Background: an optimization exercise with open tools, aiming at small area, a short achievable clock period and few clock cycles per item. Do not read the settings as production practice. In this exercise RTL edits were held to simulation tests only and were not proved equivalent to the original. Power and IR drop assume default switching activity.

==> flow/design.v <==
package smpq_pkg;
	localparam int DEF_QUEUE_DEPTH = 16;
	localparam int VALUE_W         = 32;
	localparam int OCC_W           = 5;
	localparam logic [1:0] OP_INSERT = 2'd0;
	localparam logic [1:0] OP_REMOVE = 2'd1;
	localparam logic [1:0] OP_PEEK   = 2'd2;
	localparam logic [1:0] ST_OK    = 2'd0;
	localparam logic [1:0] ST_EMPTY = 2'd1;
	localparam logic [1:0] ST_FULL  = 2'd2;
endpackage
module smpq_ctrl #(
	parameter int DEPTH = smpq_pkg::DEF_QUEUE_DEPTH
) (
	input  logic                         clk,
	input  logic                         arst_n,
	input  logic                         start,
	input  logic [1:0]                   op,
	output logic                         busy,
	output logic                         done,
	output logic [DEPTH-1:0]             occ,        
	output logic                         ins_x,      
	output logic                         rem_x,      
	output logic                         rd_c,       
	output logic [1:0]                   status,
	output logic                         is_empty,
	output logic [smpq_pkg::OCC_W-1:0]   count
);
	logic [DEPTH-1:0] occ_q;
	logic             done_c_q, done_x_q;
	logic             ins_c_q, ins_x_q;
	logic             rem_c_q, rem_x_q;
	logic             rd_c_q;
	logic [1:0]       st_c_q, st_x_q;
	logic [smpq_pkg::OCC_W-1:0] cnt_x_q;
	logic             empty_x_q;
	logic [smpq_pkg::OCC_W-1:0] cnt_c;
	logic             full;
	logic             empty;
	assign full  = occ_q[DEPTH-1];
	assign empty = !occ_q[0];
	always_comb begin
		cnt_c = '0;
		for (int k = 0; k < DEPTH; k++) begin
			if (occ_q[k]) cnt_c = smpq_pkg::OCC_W'(k + 1);
		end
	end
	always_ff @(posedge clk or negedge arst_n) begin
		if (!arst_n) begin
			occ_q    <= '0;
			done_c_q <= 1'b0;
			done_x_q <= 1'b0;
			ins_c_q  <= 1'b0;
			ins_x_q  <= 1'b0;
			rem_c_q  <= 1'b0;
			rem_x_q  <= 1'b0;
			rd_c_q   <= 1'b0;
		end else begin
			done_c_q <= start;
			ins_c_q  <= start && (op == smpq_pkg::OP_INSERT) && !full;
			rem_c_q  <= start && (op == smpq_pkg::OP_REMOVE) && !empty;
			rd_c_q   <= start && (op == smpq_pkg::OP_REMOVE || op == smpq_pkg::OP_PEEK) && !empty;
			done_x_q <= done_c_q;
			ins_x_q  <= ins_c_q;
			rem_x_q  <= rem_c_q;
			if (start) begin
				if (op == smpq_pkg::OP_INSERT && !full) begin
					occ_q <= {occ_q[DEPTH-2:0], 1'b1};
				end else if (op == smpq_pkg::OP_REMOVE && !empty) begin
					occ_q <= {1'b0, occ_q[DEPTH-1:1]};
				end
			end
		end
	end
	always_ff @(posedge clk) begin
		st_c_q <= smpq_pkg::ST_OK;
		if (op == smpq_pkg::OP_INSERT && full) begin
			st_c_q <= smpq_pkg::ST_FULL;
		end else if ((op == smpq_pkg::OP_REMOVE || op == smpq_pkg::OP_PEEK) && empty) begin
			st_c_q <= smpq_pkg::ST_EMPTY;
		end
		st_x_q  <= st_c_q;
		cnt_x_q <= cnt_c;
		empty_x_q <= empty;
	end
	assign busy     = 1'b0;
	assign done     = done_x_q;
	assign occ      = occ_q;
	assign ins_x    = ins_x_q;
	assign rem_x    = rem_x_q;
	assign rd_c     = rd_c_q;
	assign status   = st_x_q;
	assign count    = cnt_x_q;
	assign is_empty = empty_x_q;
endmodule
module smpq_lt #(
	parameter int W = smpq_pkg::VALUE_W
) (
	input  logic [W-1:0] a,
	input  logic [W-1:0] b,
	output logic         lt
);
	logic [W-1:0] aa, bb;
	logic [W:0]   bw;
	assign aa = {~a[W-1], a[W-2:0]};
	assign bb = {~b[W-1], b[W-2:0]};
	assign bw[0] = 1'b0;
	genvar k;
	generate
		for (k = 0; k < W; k++) begin : g_bit
			assign bw[k+1] = (~aa[k] & bb[k]) | (~aa[k] & bw[k]) | (bb[k] & bw[k]);
		end
	endgenerate
	assign lt = bw[W];
endmodule
module smpq_datapath #(
	parameter int DEPTH = smpq_pkg::DEF_QUEUE_DEPTH
) (
	input  logic                                clk,
	input  logic [smpq_pkg::VALUE_W-1:0]        value,
	input  logic [DEPTH-1:0]                    occ,
	input  logic                                ins_x,
	input  logic                                rem_x,
	input  logic                                rd_c,
	output logic [smpq_pkg::VALUE_W-1:0]        head
);
	localparam int W = smpq_pkg::VALUE_W;
	logic [W-1:0]     val_c_q;
	logic [W-1:0]     val_x_q;
	logic [W-1:0]     entries_q [DEPTH];
	logic [W-1:0]     entries_d [DEPTH];
	logic [W-1:0]     head_q;     
	logic [DEPTH-1:0] cmp_q;      
	logic             cv_q;       
	logic [DEPTH-1:0] vld_q;      
	logic [DEPTH-1:0] p_hold_q;   
	logic [DEPTH-1:0] p_prev_q;
	logic [DEPTH-1:0] p_val_q;
	logic             rem_p_q;    
	logic [DEPTH-1:0] c;
	logic             cv;
	logic [DEPTH-1:0] lt;
	logic [DEPTH-1:0] s_hold, s_prev, s_val, s_next;
	always_ff @(posedge clk) begin
		val_c_q <= value;
		val_x_q <= val_c_q;
	end
	genvar i;
	generate
		for (i = 0; i < DEPTH; i++) begin : g_cmp
			smpq_lt u_lt (.a(entries_q[i]), .b(val_c_q), .lt(c[i]));
		end
	endgenerate
	smpq_lt u_ltv (.a(val_x_q), .b(val_c_q), .lt(cv));
	always_ff @(posedge clk) begin
		cmp_q <= c;
		cv_q  <= cv;
		vld_q <= {1'b0, occ[DEPTH-1:1]};
	end
	always_ff @(posedge clk) begin
		p_hold_q <= s_hold;
		p_prev_q <= s_prev;
		p_val_q  <= s_val;
		rem_p_q  <= rem_x;
	end
	function automatic logic [4*DEPTH-1:0] moves(input logic ins, input logic rem,
			input logic [DEPTH-1:0] l);
		logic [DEPTH-1:0] h, p, v, n;
		for (int k = 0; k < DEPTH; k++) begin
			v[k] = ins & ~l[k] & ((k == 0) ? 1'b1 : l[(k == 0) ? 0 : k-1]);
			p[k] = ins & ~l[k] & ((k == 0) ? 1'b0 : ~l[(k == 0) ? 0 : k-1]);
			n[k] = (k < DEPTH-1) ? rem : 1'b0;
			h[k] = (ins & l[k]) | (~ins & ((k < DEPTH-1) ? ~rem : 1'b1));
		end
		moves = {h, p, v, n};
	endfunction
	generate
		for (i = 0; i < DEPTH; i++) begin : g_lt
			if (i < DEPTH-1) begin : g_v
				assign lt[i] = vld_q[i] & ((p_hold_q[i] & cmp_q[i]) | (p_val_q[i] & cv_q) |
					(p_prev_q[i] & cmp_q[(i == 0) ? 0 : i-1]) | (rem_p_q & cmp_q[i+1]));
			end else begin : g_nv
				assign lt[i] = 1'b0;
			end
		end
	endgenerate
	assign {s_hold, s_prev, s_val, s_next} = moves(ins_x, rem_x, lt);
	generate
		for (i = 0; i < DEPTH; i++) begin : g_cell
			assign entries_d[i] = ({W{s_hold[i]}} & entries_q[i]) |
			                      ({W{s_val[i]}}  & val_x_q) |
			                      ({W{s_prev[i]}} & entries_q[(i == 0) ? 0 : i-1]) |
			                      ({W{s_next[i]}} & entries_q[(i < DEPTH-1) ? i+1 : i]);
			always_ff @(posedge clk) begin
				entries_q[i] <= entries_d[i];
			end
		end
	endgenerate
	always_ff @(posedge clk) begin
		head_q <= rd_c ? entries_d[0] : '0;
	end
	assign head = head_q;
endmodule
module sorted_min_priority_queue_core #(
	parameter int QUEUE_DEPTH = smpq_pkg::DEF_QUEUE_DEPTH
) (
	input  logic                         clk,
	input  logic                         arst_n,
	input  logic                         start,
	input  logic [1:0]                   op,
	input  logic [smpq_pkg::VALUE_W-1:0] value,
	output logic                         busy,
	output logic                         done,
	output logic [smpq_pkg::VALUE_W-1:0] head,
	output logic [1:0]                   status,
	output logic                         is_empty,
	output logic [smpq_pkg::OCC_W-1:0]   occupancy
);
	logic [QUEUE_DEPTH-1:0] occ;
	logic                   ins_x;
	logic                   rem_x;
	logic                   rd_c;
	smpq_ctrl #(
		.DEPTH (QUEUE_DEPTH)
	) u_ctrl (
		.clk      (clk),
		.arst_n   (arst_n),
		.start    (start),
		.op       (op),
		.busy     (busy),
		.done     (done),
		.occ      (occ),
		.ins_x    (ins_x),
		.rem_x    (rem_x),
		.rd_c     (rd_c),
		.status   (status),
		.is_empty (is_empty),
		.count    (occupancy)
	);
	smpq_datapath #(
		.DEPTH (QUEUE_DEPTH)
	) u_datapath (
		.clk    (clk),
		.value  (value),
		.occ    (occ),
		.ins_x  (ins_x),
		.rem_x  (rem_x),
		.rd_c   (rd_c),
		.head   (head)
	);
endmodule
module smpq_top (
	input  logic        clk,
	input  logic        arst_n,
	input  logic        start,
	input  logic [1:0]  cmd_op,
	input  logic [31:0] cmd_value,
	output logic        busy,
	output logic        done,
	output logic [31:0] rsp_head,
	output logic [1:0]  rsp_status,
	output logic        rsp_empty,
	output logic [4:0]  rsp_count
);
	sorted_min_priority_queue_core #(
		.QUEUE_DEPTH (16)
	) u_core (
		.clk       (clk),
		.arst_n    (arst_n),
		.start     (start),
		.op        (cmd_op),
		.value     (cmd_value),
		.busy      (busy),
		.done      (done),
		.head      (rsp_head),
		.status    (rsp_status),
		.is_empty  (rsp_empty),
		.occupancy (rsp_count)
	);
endmodule
clock: 5.0 ns
lec_check: 0
cap_margin: 20
core_margin: 2
core_utilization: 45
cts_cluster_diameter: 100
cts_cluster_size: 24
place_density: 0.6
setup_slack_margin: 2.7
slew_margin: 20
run.sh (not shown) runs the stock make flow with config.mk's settings and CLKGATE_MAP_FILE= SYNTH_SCRIPT=/design/flow/synth_recipe.tcl, a recipe that flattens the netlist after the stock synthesis.
Testbench counts at the start, summed over its fixed seeds: cycles 8,016, items 8,000.
Edit:
--- a/flow/design.v
+++ b/flow/design.v
@@ -147,9 +147,13 @@
 	end
 	genvar i;
 	generate
 		for (i = 0; i < DEPTH; i++) begin : g_cmp
-			smpq_lt u_lt (.a(entries_q[i]), .b(val_c_q), .lt(c[i]));
+			if (i % 2 == 0) begin : g_even
+				smpq_lt u_lt (.a(entries_q[i]), .b(val_c_q), .lt(c[i]));
+			end else begin : g_odd
+				smpq_lt u_lt (.a(~val_c_q), .b(entries_q[i]), .lt(c[i]));
+			end
 		end
 	endgenerate
 	smpq_lt u_ltv (.a(val_x_q), .b(val_c_q), .lt(cv));
 	always_ff @(posedge clk) begin
@@ -186,12 +190,12 @@
 	endgenerate
 	assign {s_hold, s_prev, s_val, s_next} = moves(ins_x, rem_x, lt);
 	generate
 		for (i = 0; i < DEPTH; i++) begin : g_cell
-			assign entries_d[i] = ({W{s_hold[i]}} & entries_q[i]) |
-			                      ({W{s_val[i]}}  & val_x_q) |
-			                      ({W{s_prev[i]}} & entries_q[(i == 0) ? 0 : i-1]) |
-			                      ({W{s_next[i]}} & entries_q[(i < DEPTH-1) ? i+1 : i]);
+			assign entries_d[i] = (entries_q[i] | {W{~s_hold[i]}}) &
+			                      ~(({W{s_val[i]}}  & (val_x_q ^ {W{i % 2 == 0}})) |
+			                        ({W{s_prev[i]}} & entries_q[(i == 0) ? 0 : i-1]) |
+			                        ({W{s_next[i]}} & entries_q[(i < DEPTH-1) ? i+1 : i]));
 			always_ff @(posedge clk) begin
 				entries_q[i] <= entries_d[i];
 			end
 		end
After rerunning:
- The new run finished clean
- total power came out higher by about a fifth
- clock-buffer cell count climbs by 2
- global-route usage goes up by 8.5 points
- via count came out higher by roughly a tenth
- final cell count is higher by a few percent
- maximum frequency decreases by a few percent
- die area goes down slightly
- wire length goes up by a quarter to a third
- register-to-register slack got worse by 130 ps
- sequential power rose by a little under a tenth
- clock power increases by roughly a tenth
- cell area came out higher by a few percent
Testbench counts after the change, summed over its fixed seeds: cycles 8,016, items 8,000.

[port drivers added, routing unchanged]
How much do the figures lean on ideal ports? The routed layouts below were timed once more, with nothing changed but the port constraints. Step 1: set_driving_cell puts a clkbuf_16 on clk and a buf_2 on each other input, an assumption about the parent block. Step 2 also shifts input and output timing later by t, the mid clock arrival at the registers, as if the neighbouring blocks saw the same clock. Three values: no drivers, after step 1, after step 2; two values: the first two.
run | shift t [ns] | setup WS [ns] | worst register clock-pin slew, ns
the first run | 0.663 | 2.708 / 2.665 / 2.290 | 0.11 / 0.11
the second run | 0.680 | 2.577 / 2.577 / 2.222 | 0.11 / 0.11
After both steps setup and hold are still met in every run listed. The setup slack of the first run, which loses most, moves by -0.043 ns with the drivers and by -0.418 ns with both steps.
